From an optimization exercise on the open Yosys and OpenROAD flow, aimed at small area, a short achievable clock period and few clock cycles per item; shortcuts taken in it are not production practice. Only simulation tests tie the RTL to the original design; equivalence was not proved. Power and IR drop assume default switching activity.

// set_membership_table_top
module set_membership_table_top (
  input  logic                           clk,
  input  logic                           rst_n,
  input  logic                           in_tvalid,
  output logic                           in_tready,
  input  logic [smt_pkg::IN_DATA_W-1:0]  in_tdata,   
  input  logic [smt_pkg::REQ_W-1:0]      in_tuser,   
  output logic                           out_tvalid,
  input  logic                           out_tready,
  output logic [smt_pkg::OUT_DATA_W-1:0] out_tdata   
);
  smt_pkg::cmd_t                   cmd;
  logic                            was_present;
  logic [smt_pkg::COUNT_OUT_W-1:0] entry_count;
  logic                            dropped;
  smt_ctrl u_ctrl (
    .clk        (clk),
    .rst_n      (rst_n),
    .in_tvalid  (in_tvalid),
    .in_tready  (in_tready),
    .out_tvalid (out_tvalid),
    .out_tready (out_tready),
    .cmd        (cmd)
  );
  smt_dpath u_dpath (
    .clk         (clk),
    .rst_n       (rst_n),
    .cmd         (cmd),
    .req_in      (in_tuser),
    .key_in      (in_tdata[smt_pkg::KEY_BITS-1:0]),
    .was_present (was_present),
    .entry_count (entry_count),
    .dropped     (dropped)
  );
  assign out_tdata = {1'b0, dropped, entry_count, was_present};
endmodule
clock: 3.4 ns
lec_check: 0
abc_clock_period_in_ps: 1800
cap_margin: 20
core_margin: 2
core_utilization: 40
cts_cluster_diameter: 60
cts_cluster_size: 30
place_density: 0.6
setup_slack_margin: 1.4
slew_margin: 20
run.sh (not shown) runs the stock make flow with config.mk's settings and CLKGATE_MAP_FILE= SYNTH_SCRIPT=/design/flow/synth_recipe.tcl, a recipe that flattens the netlist after the stock synthesis.
The starting point completed without violations.
Testbench counts at the start, summed over its fixed seeds: cycles 12,016, items 12,000.
==> next run, changes <==
==> flow/flow/run.sh (new file) <==
#!/bin/bash
# The standard ORFS flow, run in two parts:
#  1. synthesis exactly as standard.sh makes it;
#  2. floorplan to final layout with two changes:
#     - the clock tree is built with larger sink clusters and without the
#       dummy loads CTS adds to balance it;
#     - delay cells are kept out of port buffering and timing repair, so the
#       port buffers are plain buffers.
# Each part's full output goes to its own log file in this folder; ORFS's
# per-step logs stay under orfs/logs/.
set -euo pipefail

bash standard.sh synth > flow_synth.log 2>&1

export CTS_ARGS="-sink_clustering_enable -repair_clock_nets -dont_use_dummy_load -sink_clustering_size ${SMT_CTS_SIZE:-30} -sink_clustering_max_diameter ${SMT_CTS_DIAM:-60}"
export DONT_USE_CELLS="sky130_fd_sc_hd__dlygate4sd1_1 sky130_fd_sc_hd__dlygate4sd2_1 sky130_fd_sc_hd__dlygate4sd3_1 sky130_fd_sc_hd__clkdlybuf4s15_1 sky130_fd_sc_hd__clkdlybuf4s15_2 sky130_fd_sc_hd__clkdlybuf4s18_1 sky130_fd_sc_hd__clkdlybuf4s18_2 sky130_fd_sc_hd__clkdlybuf4s25_1 sky130_fd_sc_hd__clkdlybuf4s25_2 sky130_fd_sc_hd__clkdlybuf4s50_1 sky130_fd_sc_hd__clkdlybuf4s50_2"

bash standard.sh > flow_layout.log 2>&1
==> flow/standard.sh (new file) <==
#!/bin/bash
# synth_recipe.tcl (not shown) runs the flow's synth.tcl, then flattens the netlist and writes it again
# the make line also repeats each setting of config.mk as NAME=value (left out here)
make -C /OpenROAD-flow-scripts/flow DESIGN_CONFIG=/design/flow/config.mk WORK_HOME=/design/flow/orfs CLKGATE_MAP_FILE= SYNTH_SCRIPT=/design/flow/synth_recipe.tcl "${@:-finish}"
--- a/flow/config.mk
+++ b/flow/config.mk
@@ -10,6 +10,4 @@
 export CORE_MARGIN = 2
 export CORE_UTILIZATION = 40
-export CTS_CLUSTER_DIAMETER = 60
-export CTS_CLUSTER_SIZE = 30
 export PLACE_DENSITY = 0.6
 export SETUP_SLACK_MARGIN = 1.4
removed: flow/run.sh
=> The new run passed the timing, DRC and antenna checks. Power fell by 6.6%. Cell area falls by 1.7%. Setup slack degrades by 22 ps. Wire length stays flat. Flip-flop and latch count stays the same. Core utilization falls by 0.85 points. Die area stays the same. Area after synthesis stays the same.
==> next run, changes <==
==> flow/flow/run.sh (replaced) <==
#!/bin/bash
# The standard ORFS flow, run in two parts:
#  1. synthesis exactly as standard.sh makes it;
#  2. floorplan to final layout with two changes:
#     - the clock tree is built with larger sink clusters and without the
#       dummy loads CTS adds to balance it;
#     - delay cells are kept out of port buffering and timing repair, so the
#       port buffers are plain buffers (flow/dont_use.tcl, run before each
#       OpenROAD step).
# Each part's full output goes to its own log file in this folder; ORFS's
# per-step logs stay under orfs/logs/.
set -euo pipefail
W=$(pwd)

bash standard.sh synth > "$W/flow_synth.log" 2>&1

export CTS_ARGS="-sink_clustering_enable -repair_clock_nets -dont_use_dummy_load -sink_clustering_size 30 -sink_clustering_max_diameter 60"
for step in FLOORPLAN GLOBAL_PLACE_SKIP_IO IO_PLACEMENT GLOBAL_PLACE RESIZE DETAIL_PLACE REPAIR_TIMING_POST_PLACE CTS GLOBAL_ROUTE DETAIL_ROUTE FILLCELL; do
  export PRE_${step}_TCL="$W/flow/dont_use.tcl"
done

bash standard.sh > "$W/flow_layout.log" 2>&1
==> flow/flow/dont_use.tcl (new file) <==
# Keep delay cells out of port buffering and timing repair.
set_dont_use [get_lib_cells {sky130_fd_sc_hd__dlygate* sky130_fd_sc_hd__clkdlybuf*}]
--- a/flow/config.mk
+++ b/flow/config.mk
@@ -11,4 +11,4 @@
 export CORE_UTILIZATION = 40
 export PLACE_DENSITY = 0.6
-export SETUP_SLACK_MARGIN = 1.4
+export SETUP_SLACK_MARGIN = 1.7
 export SLEW_MARGIN = 20
The changed run ran to the end with no violations.
Wire length grows by 0.92%.
Die area stays the same.
Power shrinks by 1.4%.
Setup slack degrades by 30 ps.
Cell area shrinks by 6.4%.
First-iteration DRC count grows by 11%.
Core utilization shrinks by 3.2 points.
Non-clock buffer count shrinks by 95.
Synthesized cell count does not change.
Hold slack degrades by 170 ps.
Count of clock-buffer cells in the layout grows by 1.
==> next run, changes <==
==> flow/flow/dont_use.tcl (replaced) <==
# Keep delay cells out of port buffering and timing repair.
set_dont_use [get_lib_cells {sky130_fd_sc_hd__dlygate* sky130_fd_sc_hd__clkdlybuf*}]
# Aim repair at sharp edges on every net, so high-fanout nets get buffered.
set_max_transition 0.5 [current_design]
--- a/flow/config.mk
+++ b/flow/config.mk
@@ -11,4 +11,4 @@
 export CORE_UTILIZATION = 40
 export PLACE_DENSITY = 0.6
-export SETUP_SLACK_MARGIN = 1.7
+export SETUP_SLACK_MARGIN = 1.4
 export SLEW_MARGIN = 20
What happened: The new run completed with no timing, DRC or antenna violations; routed wire length goes down slightly; synthesized area stays the same; core utilization is higher by 0.42 points; count of clock-buffer cells in the layout grows by 1; sequential share of layout area came out lower by 0.49 points.

## try-amber
set_membership_table_top again, from the RTL that the note above started with.
clock: 3.4 ns
lec_check: 0
cap_margin: 20
core_margin: 2
core_utilization: 40
gpl_timing_driven: 0
place_density: 0.6
setup_slack_margin: 1.4
slew_margin: 20
standard.sh (not shown) runs the stock make flow with config.mk's settings and CLKGATE_MAP_FILE= SYNTH_SCRIPT=/design/flow/synth_recipe.tcl, a recipe that flattens the netlist after the stock synthesis.
==> flow/flow/run.sh <==
#!/bin/bash
# The standard ORFS flow, run in two parts:
#  1. synthesis exactly as standard.sh makes it;
#  2. floorplan to final layout with two changes:
#     - the clock tree is built with larger sink clusters and without the
#       dummy loads CTS adds to balance it;
#     - delay cells are kept out of port buffering and timing repair, so the
#       port buffers are plain buffers (flow/dont_use.tcl, run before each
#       OpenROAD step).
# Each part's full output goes to its own log file in this folder; ORFS's
# per-step logs stay under orfs/logs/.
set -euo pipefail
W=$(pwd)

bash standard.sh synth > "$W/flow_synth.log" 2>&1

export CTS_ARGS="-sink_clustering_enable -repair_clock_nets -dont_use_dummy_load -sink_clustering_size 30 -sink_clustering_max_diameter 60"
for step in FLOORPLAN GLOBAL_PLACE_SKIP_IO IO_PLACEMENT GLOBAL_PLACE RESIZE DETAIL_PLACE REPAIR_TIMING_POST_PLACE CTS GLOBAL_ROUTE DETAIL_ROUTE FILLCELL; do
  export PRE_${step}_TCL="$W/flow/dont_use.tcl"
done

bash standard.sh > "$W/flow_layout.log" 2>&1
==> flow/flow/dont_use.tcl <==
# Keep delay cells out of port buffering and timing repair.
set_dont_use [get_lib_cells {sky130_fd_sc_hd__dlygate* sky130_fd_sc_hd__clkdlybuf*}]
Testbench counts of try-amber, summed over its fixed seeds: cycles 12,016, items 12,000.
The following lists how try-lagoon was set up differently from try-amber:
- ABC_CLOCK_PERIOD_IN_PS now 1800, previously not set
- GPL_TIMING_DRIVEN no longer set, was 0
==> flow/run.sh (new file) <==
#!/bin/bash
# synth_recipe.tcl (not shown) runs the flow's synth.tcl, then flattens the netlist and writes it again
# the make line also repeats each setting of config.mk as NAME=value (left out here)
make -C /OpenROAD-flow-scripts/flow DESIGN_CONFIG=/design/flow/config.mk WORK_HOME=/design/flow/orfs CLKGATE_MAP_FILE= SYNTH_SCRIPT=/design/flow/synth_recipe.tcl finish
removed: flow/flow/run.sh
removed: flow/flow/dont_use.tcl
removed: flow/standard.sh
==> summary.txt <==
- try-lagoon reports a higher area of placed instances than try-amber does.
- Summary of the comparison: cell depth of the worst hold path is higher in try-lagoon, relative to try-amber.
- Looking at portion of the clock cycle consumed by the worst path in the final layout, try-lagoon sits below try-amber.
- Iteration count of the initial detailed-routing pass essentially unchanged between try-amber and try-lagoon.
- On data arrival time of the worst path: try-lagoon sits below try-amber.
--- input diff try-lagoon..try-xenon ---
- SETUP_SLACK_MARGIN: 1.4 -> 1.5
==> flow/flow/run.sh (new file) <==
#!/bin/bash
# The standard ORFS flow, run in two parts:
#  1. synthesis exactly as standard.sh makes it;
#  2. floorplan to final layout with two changes:
#     - the clock tree is built with larger sink clusters and without the
#       dummy loads CTS adds to balance it;
#     - delay cells are kept out of port buffering and timing repair, so the
#       port buffers are plain buffers (flow/dont_use.tcl, run before each
#       OpenROAD step).
# Each part's full output goes to its own log file in this folder; ORFS's
# per-step logs stay under orfs/logs/.
set -euo pipefail
W=$(pwd)

bash standard.sh synth > "$W/flow_synth.log" 2>&1

export CTS_ARGS="-sink_clustering_enable -repair_clock_nets -dont_use_dummy_load -sink_clustering_size 30 -sink_clustering_max_diameter 60"
for step in FLOORPLAN GLOBAL_PLACE_SKIP_IO IO_PLACEMENT GLOBAL_PLACE RESIZE DETAIL_PLACE REPAIR_TIMING_POST_PLACE CTS GLOBAL_ROUTE DETAIL_ROUTE FILLCELL; do
  export PRE_${step}_TCL="$W/flow/dont_use.tcl"
done

bash standard.sh > "$W/flow_layout.log" 2>&1
==> flow/flow/dont_use.tcl (new file) <==
# Keep delay cells out of port buffering and timing repair.
set_dont_use [get_lib_cells {sky130_fd_sc_hd__dlygate* sky130_fd_sc_hd__clkdlybuf*}]
==> flow/standard.sh (new file) <==
#!/bin/bash
# synth_recipe.tcl (not shown) runs the flow's synth.tcl, then flattens the netlist and writes it again
# the make line also repeats each setting of config.mk as NAME=value (left out here)
make -C /OpenROAD-flow-scripts/flow DESIGN_CONFIG=/design/flow/config.mk WORK_HOME=/design/flow/orfs CLKGATE_MAP_FILE= SYNTH_SCRIPT=/design/flow/synth_recipe.tcl "${@:-finish}"
removed: flow/run.sh
==> summary.txt <==
try-xenon vs. try-lagoon: overall routed net length went down by 1.5 mm. Summary — post-route fraction of the period consumed by the critical path, try-xenon relative to try-lagoon: higher, by 1.2 points. Status: final setup TNS parity (try-lagoon, try-xenon). Looking at detailed-routed wire length on met2, try-xenon sits 530 µm lower than try-lagoon does. Detailed-route wire length per cell is lower on try-lagoon. Re global router's overall resource usage: try-lagoon and try-xenon aren't equal, and the higher value belongs to try-lagoon. For final design instance area without fill, dividing the value from try-lagoon by the value from try-xenon gives 1.08.
The following lists how try-nickel was set up differently from try-xenon:
- SETUP_SLACK_MARGIN: 1.5 -> 1.4
## What came out
Post-layout worst setup margin, try-xenon and try-nickel: larger value in try-nickel
Of try-xenon and try-nickel, the run reporting the lower global-route wire length before repair was try-nickel.
Relative to try-xenon, fraction of standard cell area that is sequential increased by 0.61 points in try-nickel.
try-xenon vs try-nickel, worst setup path startpoint: in_tdata[10] vs u_dpath.upd_match_r[10]
Higher combined buffer and inverter count along the critical path was reported by try-nickel, not try-xenon.

## what the ideal ports hide
No port has a modelled driver above. Below, the same layouts with a new extraction and two added sets of constraints. Step 1: set_driving_cell puts a clkbuf_16 on clk and a buf_2 on each other input, an assumption about the parent block. Step 2 times the ports against the registers' clock, not the clock port: input delays grow and output delays shrink by t, the midpoint of the rising clock arrivals with the driver on. Three values: no drivers, after step 1, after step 2; two values: the first two.
| run | shift t [ns] | slack for setup (ns) | latest minus earliest clock arrival (ns) | worst slew at a driven data input, ns |
|---|---|---|---|---|
| the first run of note 1 | 0.658 | 1.254 / 1.262 / 0.626 | 0.039 / 0.040 | 0.04 |
| the second run of note 1 | 0.628 | 1.232 / 1.263 / 0.635 | 0.083 / 0.082 | 0.04 |
| the third run of note 1 | 0.635 | 1.202 / 1.202 / 0.603 | 0.092 / 0.092 | 0.05 |
| the fourth run of note 1 | 0.646 | 1.225 / 1.225 / 0.682 | 0.093 / 0.093 | 0.05 |
| try-amber | 0.657 | 1.104 / 1.105 / 0.477 | 0.088 / 0.089 | 0.05 |
| try-lagoon | 0.683 | 1.275 / 1.236 / 0.640 | 0.036 / 0.037 | 0.04 |
| try-xenon | 0.625 | 1.233 / 1.246 / 0.636 | 0.086 / 0.086 | 0.05 |
| try-nickel | 0.633 | 1.257 / 1.257 / 0.688 | 0.103 / 0.103 | 0.05 |
After both steps setup and hold are still met in every run listed. The setup slack of try-lagoon, which loses most, moves by -0.039 ns with the drivers and by -0.635 ns with both steps.
